Background: an optimization exercise with open tools, aiming at small area, a short achievable clock period and few clock cycles per item. Do not read the settings as production practice. In this exercise RTL edits were held to simulation tests only and were not proved equivalent to the original.

<file path="design.v">
`default_nettype none
package md_sched_pkg;
  typedef enum logic [2:0] {
    MD_NONE  = 3'd0,
    MD_MULT  = 3'd1,
    MD_MULTU = 3'd2,
    MD_DIV   = 3'd3,
    MD_DIVU  = 3'd4,
    MD_MTHI  = 3'd5,
    MD_MTLO  = 3'd6
  } md_op_e;
  localparam int DEF_MULT_CYCLES = 5;
  localparam int DEF_DIV_CYCLES  = 10;
endpackage
`default_nettype wire
`default_nettype none
module md_arith (
  input  logic [2:0]  op,
  input  logic [31:0] a,
  input  logic [31:0] b,
  output logic [63:0] result,
  output logic        div0
);
  logic        w_is_mul;
  logic        w_is_div;
  logic        w_signed;
  logic        w_a_neg;
  logic        w_b_neg;
  logic [31:0] w_a_mag;
  logic [31:0] w_b_mag;
  logic [31:0] w_divisor;
  logic [63:0] w_prod;
  logic [31:0] w_quo;
  logic [31:0] w_rem;
  always_comb begin
    w_is_mul  = (op == md_sched_pkg::MD_MULT) || (op == md_sched_pkg::MD_MULTU);
    w_is_div  = (op == md_sched_pkg::MD_DIV)  || (op == md_sched_pkg::MD_DIVU);
    w_signed  = (op == md_sched_pkg::MD_MULT) || (op == md_sched_pkg::MD_DIV);
    w_a_neg   = w_signed & a[31];
    w_b_neg   = w_signed & b[31];
    w_a_mag   = w_a_neg ? (32'd0 - a) : a;
    w_b_mag   = w_b_neg ? (32'd0 - b) : b;
    w_divisor = (b == 32'd0) ? 32'd1 : w_b_mag;
    w_prod = {32'd0, w_a_mag} * {32'd0, w_b_mag};
    if (w_a_neg ^ w_b_neg) begin
      w_prod = 64'd0 - w_prod;
    end
    w_quo = w_a_mag / w_divisor;
    w_rem = w_a_mag % w_divisor;
    if (w_a_neg ^ w_b_neg) begin
      w_quo = 32'd0 - w_quo;
    end
    if (w_a_neg) begin
      w_rem = 32'd0 - w_rem;
    end
    result = 64'd0;
    if (w_is_mul) begin
      result = w_prod;
    end else if (w_is_div) begin
      result = {w_rem, w_quo};
    end
    div0 = w_is_div && (b == 32'd0);
  end
endmodule
`default_nettype wire
`default_nettype none
module md_sched #(
  parameter int MULT_CYCLES = md_sched_pkg::DEF_MULT_CYCLES,
  parameter int DIV_CYCLES  = md_sched_pkg::DEF_DIV_CYCLES,
  parameter int CNT_W       = 4
) (
  input  logic        clk,
  input  logic        reset,
  input  logic        E_valid,
  input  logic [2:0]  E_md_op,
  input  logic [31:0] E_rs,
  input  logic [31:0] E_rt,
  input  logic        D_is_md,
  output logic        start,
  output logic        busy,
  output logic        md_stall,
  output logic [31:0] hi,
  output logic [31:0] lo
);
  logic [31:0]      r_hi;
  logic [31:0]      r_lo;
  logic [63:0]      w_result;
  logic             w_div0;
  logic             w_is_launch_op;
  logic             w_mthi;
  logic             w_mtlo;
  md_arith u_arith (
    .op     (E_md_op),
    .a      (E_rs),
    .b      (E_rt),
    .result (w_result),
    .div0   (w_div0)
  );
  always_comb begin
    w_is_launch_op = (E_md_op == md_sched_pkg::MD_MULT) || (E_md_op == md_sched_pkg::MD_MULTU) ||
                     (E_md_op == md_sched_pkg::MD_DIV)  || (E_md_op == md_sched_pkg::MD_DIVU);
    busy           = 1'b0;
    start          = E_valid && w_is_launch_op;
    w_mthi         = E_valid && (E_md_op == md_sched_pkg::MD_MTHI);
    w_mtlo         = E_valid && (E_md_op == md_sched_pkg::MD_MTLO);
    md_stall       = D_is_md && start;
  end
  always_ff @(posedge clk) begin
    if (reset) begin
      r_hi <= 32'd0;
      r_lo <= 32'd0;
    end else begin
      if (start && !w_div0) begin
        r_hi <= w_result[63:32];
        r_lo <= w_result[31:0];
      end
      if (w_mthi) r_hi <= E_rs;
      if (w_mtlo) r_lo <= E_rs;
    end
  end
  assign hi = r_hi;
  assign lo = r_lo;
endmodule
`default_nettype wire
</file>
<file path="run.sh">
#!/bin/bash
# synth_recipe.tcl (not shown) runs the flow's synth.tcl, then flattens the netlist and writes it again
# the make line also repeats each setting of config.mk as NAME=value (left out here)
make -C /OpenROAD-flow-scripts/flow DESIGN_CONFIG=/design/flow/config.mk WORK_HOME=/design/flow/orfs CLKGATE_MAP_FILE= SYNTH_SCRIPT=/design/flow/synth_recipe.tcl finish
</file>
<file path="config.mk">
export PLATFORM = sky130hd
export DESIGN_NAME = md_sched
export DESIGN_NICKNAME = md_sched
export VERILOG_FILES = /design/flow/design.v
export SDC_FILE = /design/flow/constraint.sdc
export NUM_CORES = 4
export LEC_CHECK = 0
export CAP_MARGIN = 20
export CORE_MARGIN = 2
export CORE_UTILIZATION = 40
export SETUP_SLACK_MARGIN = 5
export SLEW_MARGIN = 20
</file>
<file path="constraint.sdc">
create_clock -name core_clock -period 120.0 [get_ports {clk}]
set_input_delay 24.0000 -clock core_clock [delete_from_list [all_inputs] [get_ports {clk}]]
set_output_delay 24.0000 -clock core_clock [all_outputs]
set_load 0.01 [all_outputs]
</file>
==> impl_metrics.ini <==
[outcome]
outcome = finished clean

[synth]
synth_edf_count = 0
yosys-top-cells-area = fa_1 25%, ha_1 14%, nand2_1 7.4%, inv_1 6.1%, nor2_1 4.9%
yosysWarnings = 2
syn_nets = 11550
ys.flop_type = dfxtp_1
synth_commonest_cells = 1427 x nand2_1, 1182 x inv_1, 944 x nor2_1, 897 x fa_1, 798 x ha_1
synth-async-reset-ratio_pct = 0
yosys_register_bits = 64
synth.largest_area_cell = fa_1
yosysMostFrequentCell = nand2_1
synth_area_sq_um = 72500
synthDistinctLibCells = 127
avgSynthCellArea_sq_um = 7.41
netlist.area_leader.share_pct = 24.8
synthCells = 9784
seq_area_frac_synth_pct = 1.77

[drt]
vias = 77667
ant_nets = 0
drt_iter0_drc = 9582
drt-vias-per-instance = 6.37
drtPass1Iterations = 8
drcViolationCount = 0
wirelength_um = 400000
routedWlPerCell_um = 32.8

[worst_setup_path]
critPathLaunchType = input pin
critical_path_class = input pin to flop
critPathMaxFanout = 41
crit_top_cell = ha_1
required_ns = 120.23
cp.arrival_ns = 111.78
critPathMaxStageDelay_ns = 0.82
cp_slowest_cell = or4_1
end_kind = flop

[final_layout]
drive_gt1_share_pct = 7.76
fillers = 18770
synthToLayoutAreaGrowth_pct = 8.62
post-route-util_pct = 43.6
final_net_count = 11570

[floorplanning]
dieArea_sq_um = 185000
die_w_um = 430
start_util_pct = 40.2
dieHeight_um = 430
core_sq_um = 180000
io_pins = 138
rows = 156

[cts]
clock_path_buffers = 2
cts_buffers = 9
clk_pin_slew_ns = 0.08
clock_latency_ns = 0.38
cts_root_buffer = clkbuf_16
cts-htree-levels = 3
clkSinkCount = 64
cts_tree = built

[sta]
maxSlewViolCount = 0
min_period_ns = 111.56
hold_ws_ns = 0.535
setup_viol = 0
rsz0062_at_grt = no
fmax_mhz = 8.96
fin_crit_sh_pct = 93.0
relSlewSlack_pct = 18.7
worst_slew_pin_slew_ns = 1.21
hold_viol = 0
fin_skew_ns = 0

[run]
maxCapViolations = 0

[global_route]
gr-usage-all-layers_pct = 42.4
grt_pass1_vias = 76869
grt-ovfl-total = 0
grt_first_pass_wirelength_um = 564000
grt_max_degree = 65
antenna_found_initial = 34

[min_path]
worstHoldPathType = flop to flop

[placed_design]
io_buffers = 136
dp_hpwl_um = 323000
place.gp.congestion = 1.12
## kinds of logic after synthesis
kind of cell               Yosys count  synth area share [%]
adders and majority gates         1695                  38.6
other                                1               0.00517
xor gates and xnor gates           589                  7.16
and+or+nand+nor                   3532                  22.4
muxes                               88                  1.32
buffers and inverters             1631                  8.62
AOI/OAI and AO/OA                 2184                  20.2
DFF                                 64                  1.77
## layout by cell type, fill, tap and decap left out, drive strengths merged, types with 93 or more instances in the layout
| cell type | n |
|---|---|
| nand3 | 179 |
| a21oi | 602 |
| nor4 | 104 |
| clkdlybuf4s50 | 135 |
| inv | 1194 |
| o21ai | 386 |
| buf | 301 |
| nand4 | 104 |
| fa | 897 |
| nor3 | 256 |
| a31oi | 122 |
| o21a | 139 |
| ha | 798 |
| nand2 | 1430 |
| nor2 | 952 |
| a21o | 176 |
| xnor2 | 387 |
| xor2 | 202 |
| o211ai | 93 |
## metrics by stage
stage	area, sq um	setup WS, ns	setup TNS (ns)	instances
floorplan	72500	18.91	0	9784
global placement	77600	-2.53	-96.36	12133
detailed placement	77600	-1.42	-37.27	12134
CTS	78100	5.04	0	12157
global route	78700	5.02	0	12180
finish	78700	8.44	0	12190
## layout make-up
class | instances | area [sq um] | area share, %
Clock buffer | 10 | 239 | 0.304
Tap cell | 2370 | 2970 | 3.77
Inverter | 1201 | 4520 | 5.74
Multi-Input combinational cell | 8091 | 65900 | 83.7
Timing Repair Buffer | 436 | 3690 | 4.69
Clock inverter | 6 | 67.6 | 0.0858
Sequential cell | 64 | 1280 | 1.63
Timing Repair inverter | 1 | 5.00 | 0.00636
Antenna cell | 11 | 27.5 | 0.0350
## layer usage
metal | GRT usage [%] | wire length (um) | vias up
met5 | 0 | 128 | -
met4 | 32.4 | 38400 | 20
met3 | 7.68 | 36300 | 1225
met2 | 65.3 | 172000 | 4488
met1 | 52.6 | 153000 | 38625
li1 | - | - | 33309
## state kept, by name, indices dropped and copies added, names as in the netlist
signal / flops
r_lo: 32
r_hi: 32
## repair_timing
action	in CTS	in global routing
gates cloned	2	1
endpoints found under the hold margin	0	0
gates resized for setup	38	86
setup endpoints to repair	64	64
buffers inserted	5	21
pin swaps	3	7
hold buffers	0	0
## worst paths after layout
kind / end / depth (start not counted) / slack, ns / from
max: r_hi[30] / 331 / 8.44 / E_rt[7]
min: r_hi[21] / 1 / 0.54 / r_hi[21]
max reg2reg: r_hi[31] / 5 / 118.58 / r_hi[31]
min reg2reg: r_hi[21] / 1 / 0.54 / r_hi[21]
## worst max-delay path: cells and delay by family
family | cells | cell delay, ns
XOR/XNOR | 2 | 0.22
buffers and inverters | 31 | 7.51
adder cells (fa/ha/maj) | 31 | 10.06
AND/OR/NAND/NOR | 116 | 27.93
multiplexers | 5 | 1.85
AO/OA/AOI/OAI | 146 | 39.86
Testbench counts, summed over its fixed seeds: cycles 32,008, items 32,000.

[afterwards: timing with drivers on the ports]
No port has a modelled driver above. Below, the same layout with a new extraction and two added sets of constraints. Step 1 sets driving cells, clkbuf_16 on the clock port and buf_2 on the other inputs (assumed; they add their load-dependent delay and slew). Step 2 also shifts input and output timing later by t, the mid clock arrival at the registers, as if the neighbouring blocks saw the same clock. Three values: ideal, step 1, step 2; two values: the first two.
t, ns: 0.436
setup WS [ns]: 8.443 / 8.471 / 8.035
worst hold slack (ns): 0.535 / 0.535 / 0.535
worst setup path at the end: input to register
slew at the worst register clock pin (ns): 0.08 / 0.08
After both steps this run still meets setup and hold. For this run, drivers alone change the setup slack by +0.028 ns; drivers and shift together by -0.408 ns.
